Source: an optimization exercise on an open RTL-to-GDS flow (aim: small area, a short achievable clock period and few clock cycles per item). Production flows keep margins and buffers that such runs may drop. In this exercise RTL edits were held to simulation tests only and were not proved equivalent to the original. Power and IR drop assume default switching activity.

== v52 ==
## pe8_feeder
module pe8_feeder #(
  parameter int N      = 32,
  parameter int Q      = 19,
  parameter int E8     = 10,
  parameter int PE_LAT = 3
) (
  input  logic            clk,
  input  logic            rst_n,
  input  logic            i_start,
  input  logic [E8-1:0]   i_cfg_en,
  output logic            o_busy,
  input  logic            i_s_valid,
  output logic            o_s_ready,
  input  logic [N-1:0]    i_s_data,
  input  logic [N-1:0]    i_s_weight,
  output logic [14*N-1:0] o_pe_in,
  output logic [14*N-1:0] o_pe_w,
  output logic [E8-1:0]   o_pe_en,
  input  logic [7*N-1:0]  i_pe_res,
  output logic            o_m_valid,
  input  logic            i_m_ready,
  output logic [N-1:0]    o_m_data,
  output logic            o_m_last,
  output logic            o_done
);
  if (Q >= N || PE_LAT < 1) begin : g_param_check
    $error("pe8_feeder: parameters need Q < N and PE_LAT >= 1");
  end
  logic          r_p_v;             
  logic [E8-1:0] r_p_cfg;
  logic          r_l_v;             
  logic [E8-1:0] r_l_cfg;
  logic [3:0]    r_idx;             
  logic          r_s_ready;
  logic          r_b_v;             
  logic [E8-1:0] r_b_cfg;
  logic          r_pe_on;           
  logic [1:0]    r_bc;              
  logic [E8-1:0] r_pe_en;
  logic          r_done;
  logic [N-1:0]  r_sd [14];
  logic [N-1:0]  r_sw [14];
  logic [N-1:0]  r_bd [3];
  logic [N-1:0]  r_bw [3];
  logic [N-1:0]  r_res [7];
  logic [6:0]    r_rv;              
  logic [6:0]    r_rl;              
  logic w_l_full, w_s_hs, w_last_hs, w_start, w_l_take;
  logic w_b_end, w_b_now, w_b_start, w_b_v_nxt, w_pe_on_nxt, w_l_v_nxt;
  logic [3:0] w_idx_nxt;
  logic w_m_hs, w_cap, w_cap_full;
  logic [6:0] w_t, w_rv_sh;
  assign w_l_full  = r_l_cfg[E8-1];
  assign w_s_hs    = i_s_valid & r_s_ready;
  assign w_last_hs = w_s_hs & (r_idx == (w_l_full ? 4'd7 : 4'd13));
  assign w_start   = i_start & ~r_p_v;
  assign w_l_take  = (~r_l_v | w_last_hs) & (r_p_v | w_start);
  ...
For scale: roughly 2200 cells after synthesis, about 1400 flip-flops, ~1200 I/O pins, ~46000 um2 of cells after synthesis.
clock: 4.0 ns
lec_check: 0
cap_margin: 20
core_margin: 2
core_utilization: 30
cts_cluster_diameter: 100
cts_cluster_size: 25
place_density: 0.35
setup_slack_margin: 1.95
slew_margin: 20
standard.sh (not shown) runs the stock make flow with config.mk's settings and CLKGATE_MAP_FILE= SYNTH_SCRIPT=/design/flow/synth_recipe.tcl, a recipe that flattens the netlist after the stock synthesis.
==> flow/flow/run.sh <==
#!/bin/bash
# Standard ORFS layout, with every port buffered by buf_2 instead of the default delay-cell
# buffer, and repair free to resize across cell footprints.
set -euo pipefail
bash standard.sh finish \
  "BUFFER_PORTS_ARGS=-buffer_cell sky130_fd_sc_hd__buf_2" \
  MATCH_CELL_FOOTPRINT=0 > flow_make.log 2>&1
Testbench counts of v52, summed over its fixed seeds: cycles 3,394, jobs 320.
#### Input delta (v49 over v52)
-- flow/config.mk --
<<< v52, line 11
export CTS_CLUSTER_DIAMETER = 100
export CTS_CLUSTER_SIZE = 25
export PLACE_DENSITY = 0.35
export SETUP_SLACK_MARGIN = 1.95
export SLEW_MARGIN = 20
>>> v49, line 11
export CTS_CLUSTER_DIAMETER = 100
export CTS_CLUSTER_SIZE = 30
export SETUP_SLACK_MARGIN = 1.65
export SLEW_MARGIN = 20
==> run notes <==
Note that the detailed placer's ending HPWL recorded for v49 amounts to 0.79 times the value seen in v52. Comparing detailed router's first-iteration violation count for v49 and v52, the smaller number came from v49. v49 falls short of v52 in setup slack.
diff inputs: v49 => v51
-- flow/config.mk --
<<< v49, line 11
export CTS_CLUSTER_DIAMETER = 100
export CTS_CLUSTER_SIZE = 30
export SETUP_SLACK_MARGIN = 1.65
export SLEW_MARGIN = 20
>>> v51, line 11
export CTS_CLUSTER_DIAMETER = 100
export CTS_CLUSTER_SIZE = 25
export SETUP_SLACK_MARGIN = 1.95
export SLEW_MARGIN = 20
==> run notes <==
- v51 was carried through to the last stage, and its layout satisfied the timing, design-rule and antenna checks.
- Worst setup slack in v51 is 0.059 ns above v49.
- Delta (v51 minus v49): switching power as a share of total power shows an increase of 0.25 points, via count of the first global-routing pass shows an increase of 2.9%, worst slack at placement shows an increase of 0.11 ns.
- Looking at cell with the largest stage delay on the worst path, the edfxtp_1 result is from v51; the dfrtp_1 one comes from v49.
The following lists how v2 was set up differently from v51:
-- flow/config.mk --
<<< v51, line 11
export CTS_CLUSTER_DIAMETER = 100
export CTS_CLUSTER_SIZE = 25
export SETUP_SLACK_MARGIN = 1.95
>>> v2, line 11
export CTS_CLUSTER_DIAMETER = 100
export CTS_CLUSTER_SIZE = 30
export SETUP_SLACK_MARGIN = 1.95
==> comparison <==
In the reports for v51 and v2, the larger routing usage on met3 belongs to v51. v2 packs its core looser than v51. [compare] base=v51 new=v2: number of clock buffer instances in the layout dropped 8.1%, portion of total power attributed to combinational logic saw an increase.

re-timing with driven ports:
The flow's constraints put no driver on any port. The routed layouts listed below were extracted and timed again, unchanged, in two steps.
Step 1, drivers: a clkbuf_16 drives clk and a buf_2 each remaining input, both assumed.
Step 2 times the ports against the registers' clock, not the clock port: input delays grow and output delays shrink by t, the midpoint of the rising clock arrivals with the driver on.
a / b / c = ideal / step 1 / step 2; a / b = the first two.
| run | shift t [ns] | setup WS [ns] | worst data-port slew with drivers (ns) | cell pins on the clock port's net |
|---|---|---|---|---|
| v52 | 0.754 | 1.780 / 1.698 / 1.435 | 0.15 | 1 |
| v49 | 0.760 | 1.750 / 1.679 / 1.314 | 0.16 | 1 |
| v51 | 0.756 | 1.809 / 1.728 / 1.672 | 0.14 | 1 |
| v2 | 0.762 | 1.794 / 1.722 / 1.662 | 0.16 | 1 |
After both steps every run listed still meets setup and hold. For v49, which loses most, drivers alone change the setup slack by -0.071 ns; drivers and shift together by -0.436 ns.
